Context: an optimization exercise on an open-source flow, tuned for small area and a short achievable clock period. The choices shown serve that exercise and are no tape-out recipe.
The RTL was checked by simulation tests, not by an equivalence proof against the original design.
Power is estimated from default activity; no workload was simulated.

== the reference run ==
## lj_pair_top
module lj_pair_top (
	input  logic                                   clk,
	input  logic                                   rst_n,
	input  logic                                   pair_valid,
	input  logic                                   pair_last,
	input  logic [3*lj_pkg::CELL_ID_WIDTH-1:0]     home_cell,
	input  logic [3*lj_pkg::CELL_ID_WIDTH-1:0]     nbr_cell,
	input  logic [3*lj_pkg::CELL_POS_WIDTH-1:0]    home_pos,
	input  logic [3*lj_pkg::CELL_POS_WIDTH-1:0]    nbr_pos,
	output logic                                   force_valid,
	output logic signed [lj_pkg::ACC_WIDTH-1:0]    force_x,
	output logic signed [lj_pkg::ACC_WIDTH-1:0]    force_y,
	output logic signed [lj_pkg::ACC_WIDTH-1:0]    force_z,
	output logic [lj_pkg::COUNT_WIDTH-1:0]         pair_count
);
For scale: about 320 flip-flops, about 160 I/O pins.
==> flow/config.mk <==
export PLATFORM = sky130hd
export DESIGN_NAME = lj_pair_top
export DESIGN_NICKNAME = lj_pair_top
export VERILOG_FILES = /design/flow/design.v
export SDC_FILE = /design/flow/constraint.sdc
export NUM_CORES = 4
export LEC_CHECK = 0
export ABC_AREA = 1
export CAP_MARGIN = 20
export CORE_MARGIN = 2
export CORE_UTILIZATION = 40
export SLEW_MARGIN = 20
export SETUP_SLACK_MARGIN = 5.8
==> flow/constraint.sdc <==
create_clock -name core_clock -period 9.5 [get_ports {clk}]
set_input_delay 1.9000 -clock core_clock [delete_from_list [all_inputs] [get_ports {clk}]]
set_output_delay 1.9000 -clock core_clock [all_outputs]
set_load 0.01 [all_outputs]
standard.sh (not shown) runs the stock make flow with config.mk's settings and CLKGATE_MAP_FILE= SYNTH_SCRIPT=/design/flow/synth_recipe.tcl, a recipe that flattens the netlist after the stock synthesis.
==> flow/flow/run.sh <==
#!/bin/bash
set -o pipefail
echo "export SETUP_SLACK_MARGIN = 5.8" >> config.mk
bash standard.sh > standard.log 2>&1
> inputs changed (the reference run -> the trial run)
Settings: changing SETUP_SLACK_MARGIN from 5.8 to 6.5.
==> flow/flow/run.sh <==
#!/bin/bash
set -o pipefail
echo "export SETUP_SLACK_MARGIN = 6.5" >> config.mk
bash standard.sh > standard.log 2>&1
Per the comparison of the trial run with the reference run, placer's final routability congestion estimate lost 0.084, register-to-register slack picked up an extra 0.23 ns, net switching power picked up an extra about 16%, final worst-path setup slack picked up an extra 0.29 ns, area added between synthesis and finish picked up an extra 16 points. The relative area of clock buffers and inverters in the final design of the trial run falls short of that of the reference run by 0.58 points. Going from the reference run to the trial run, total placed instance area grows by about 1%. For the reference run, the first element of the critical path was home_pos[13], unlike the trial run, where it was magn1[0].

---

Another version of the RTL of lj_pair_top (not shown whole).
Size: roughly 2600 cells after synthesis, roughly 320 flip-flops, ~160 I/O pins, ~21000 µm² of cells after synthesis.
==> flow/design.v (excerpt) <==
module lj_pair_top (
	input  logic                                   clk,
	input  logic                                   rst_n,
	input  logic                                   pair_valid,
	input  logic                                   pair_last,
	input  logic [3*lj_pkg::CELL_ID_WIDTH-1:0]     home_cell,
	input  logic [3*lj_pkg::CELL_ID_WIDTH-1:0]     nbr_cell,
	input  logic [3*lj_pkg::CELL_POS_WIDTH-1:0]    home_pos,
	input  logic [3*lj_pkg::CELL_POS_WIDTH-1:0]    nbr_pos,
	output logic                                   force_valid,
	output logic signed [lj_pkg::ACC_WIDTH-1:0]    force_x,
	output logic signed [lj_pkg::ACC_WIDTH-1:0]    force_y,
	output logic signed [lj_pkg::ACC_WIDTH-1:0]    force_z,
	output logic [lj_pkg::COUNT_WIDTH-1:0]         pair_count
);
export LEC_CHECK = 0
export ABC_AREA = 1
export CAP_MARGIN = 20
export CORE_MARGIN = 2
export CORE_UTILIZATION = 55
export CTS_CLUSTER_DIAMETER = 80
export CTS_CLUSTER_SIZE = 25
export SLEW_MARGIN = 20
export SETUP_SLACK_MARGIN = 6.3
create_clock -name core_clock -period 9.5 [get_ports {clk}]
==> flow/flow/run.sh <==
#!/bin/bash
set -o pipefail
echo "export SETUP_SLACK_MARGIN = 6.3" >> config.mk
bash standard.sh > standard.log 2>&1
The first run produced a clean layout.
Change:
==> flow/flow/run.sh (replaced) <==
#!/bin/bash
set -o pipefail
echo "export SETUP_SLACK_MARGIN = 6.1" >> config.mk
bash standard.sh > standard.log 2>&1
--- a/flow/config.mk
+++ b/flow/config.mk
@@ -9,7 +9,7 @@
 export CAP_MARGIN = 20
 export CORE_MARGIN = 2
-export CORE_UTILIZATION = 55
-export CTS_CLUSTER_DIAMETER = 80
-export CTS_CLUSTER_SIZE = 25
+export CORE_UTILIZATION = 40
+export CTS_CLUSTER_DIAMETER = 100
+export CTS_CLUSTER_SIZE = 30
 export SLEW_MARGIN = 20
-export SETUP_SLACK_MARGIN = 6.3
+export SETUP_SLACK_MARGIN = 6.1
Result: Utilization came out lower by 22 points. Non-clock buffer count went down by 71. Area after synthesis stays the same. Power decreases by a few percent. Final area came out lower by a few percent. Setup slack degrades by 0.060 ns. Clock skew is higher by 0.013 ns. Register-to-register slack is worse by 0.06 ns.
Change:
--- a/flow/config.mk
+++ b/flow/config.mk
@@ -10,6 +10,4 @@
 export CORE_MARGIN = 2
 export CORE_UTILIZATION = 40
-export CTS_CLUSTER_DIAMETER = 100
-export CTS_CLUSTER_SIZE = 30
 export SLEW_MARGIN = 20
 export SETUP_SLACK_MARGIN = 6.1
Outcome: Maximum frequency climbs by 1.0%. Global-route usage went up by 0.44 points. Clock power rose by 87%. Total power is higher by 8.9%. Design area goes up by 3.0%. Wire length is higher by 2.0%. First-iteration DRC count goes up by 2.4%. Sequential power barely changes. Sequential share of layout area went down by 0.89 points.

---

lj_pair_top, a different RTL version from the one above (not shown whole).
Size: about 3000 cells after synthesis, about 160 I/O pins, ~0.022 mm2 of cells after synthesis.
==> flow/config.mk <==
export PLATFORM = sky130hd
export DESIGN_NAME = lj_pair_top
export DESIGN_NICKNAME = lj_pair_top
export VERILOG_FILES = /design/flow/design.v
export SDC_FILE = /design/flow/constraint.sdc
export NUM_CORES = 4
export LEC_CHECK = 0
export ABC_AREA = 1
export CAP_MARGIN = 20
export CORE_MARGIN = 2
export CORE_UTILIZATION = 40
export SETUP_SLACK_MARGIN = 5
export SLEW_MARGIN = 20
==> flow/constraint.sdc <==
create_clock -name core_clock -period 9.5 [get_ports {clk}]
set_input_delay 1.9000 -clock core_clock [delete_from_list [all_inputs] [get_ports {clk}]]
set_output_delay 1.9000 -clock core_clock [all_outputs]
set_load 0.01 [all_outputs]
run.sh (not shown) runs the stock make flow with config.mk's settings and CLKGATE_MAP_FILE= SYNTH_SCRIPT=/design/flow/synth_recipe.tcl, a recipe that flattens the netlist after the stock synthesis.
Stock flow here: none of the scripts above is used.
==> next run, changes <==
ABC_AREA = unset   (was 1)
SETUP_SLACK_MARGIN = unset   (was 5)
Non-clock buffer count goes up by 5.
Cell area goes up by about 2%.
Via count goes up by 2.3%.
Setup slack loses 1.4 ns.
Core utilization stays flat.
Power goes up by about 9%.
==> next run, changes <==
CTS_BUF_LIST = sky130_fd_sc_hd__clkbuf_4 sky130_fd_sc_hd__clkbuf_8   (was unset)
SETUP_SLACK_MARGIN = 5   (was unset)
The changed run completed without violations.
Routed wire length grows by a few percent.
Final cell count climbs by a few percent.
First-iteration DRC count climbs by about a fifth.
Register-to-register slack is better by 1.1 ns.
Via count goes up by a few percent.
Utilization rose by 2.0 points.
Final area increases by a few percent.
Total power increases by a few percent.
Combinational power goes up by roughly a tenth.
Synthesized area stays the same.
Maximum frequency rose by a quarter to a third.
==> next run, changes <==
CTS_BUF_LIST = unset   (was sky130_fd_sc_hd__clkbuf_4 sky130_fd_sc_hd__clkbuf_8)
Die area does not change.
Final cell count is lower by 0.78%.
Critical path depth stays the same.
Power hardly moves.
Worst setup slack improved by 0.051 ns.
Register-to-register slack gains 0.03 ns.
Global-route usage is higher by 0.18 points.
Fmax came out higher by 1.2%.
Routed wire length is about the same.

==> static timing again, ports no longer ideal <==
In the flow no input, the clock included, has a driving cell. The finished layouts below were timed again as built, in two steps. Step 1, drivers: a clkbuf_16 drives clk and a buf_2 each remaining input, both assumed. Step 2 times the ports against the registers' clock, not the clock port: input delays grow and output delays shrink by t, the midpoint of the rising clock arrivals with the driver on. Three values: ideal ports, drivers, drivers and shift; two values: the first two.
| run | t, ns | slack for setup (ns) | latest minus earliest clock arrival (ns) | cell pins on the clock port's net |
|---|---|---|---|---|
| the reference run | 0.611 | 5.873 / 5.912 / 5.302 | 0.021 / 0.021 | 1 |
| the trial run | 0.605 | 6.163 / 6.163 / 5.730 | 0.026 / 0.025 | 1 |
| the first run of note 2 | 0.590 | 6.170 / 6.170 / 5.685 | 0.022 / 0.022 | 1 |
| the second run of note 2 | 0.576 | 6.109 / 6.100 / 5.609 | 0.032 / 0.032 | 1 |
| the third run of note 2 | 0.601 | 6.143 / 6.101 / 5.605 | 0.012 / 0.013 | 1 |
| the first run of note 3 | 0.625 | 5.415 / 5.415 / 4.873 | 0.023 / 0.024 | 1 |
| the second run of note 3 | 0.593 | 3.985 / 3.985 / 3.985 | 0.018 / 0.018 | 1 |
| the third run of note 3 | 0.667 | 5.092 / 5.119 / 4.452 | 0.035 / 0.036 | 1 |
| the fourth run of note 3 | 0.586 | 5.143 / 5.148 / 4.586 | 0.024 / 0.024 | 1 |
After both steps every run listed still meets setup and hold. The setup slack of the third run of note 3, which loses most, moves by +0.027 ns with the drivers and by -0.640 ns with both steps.
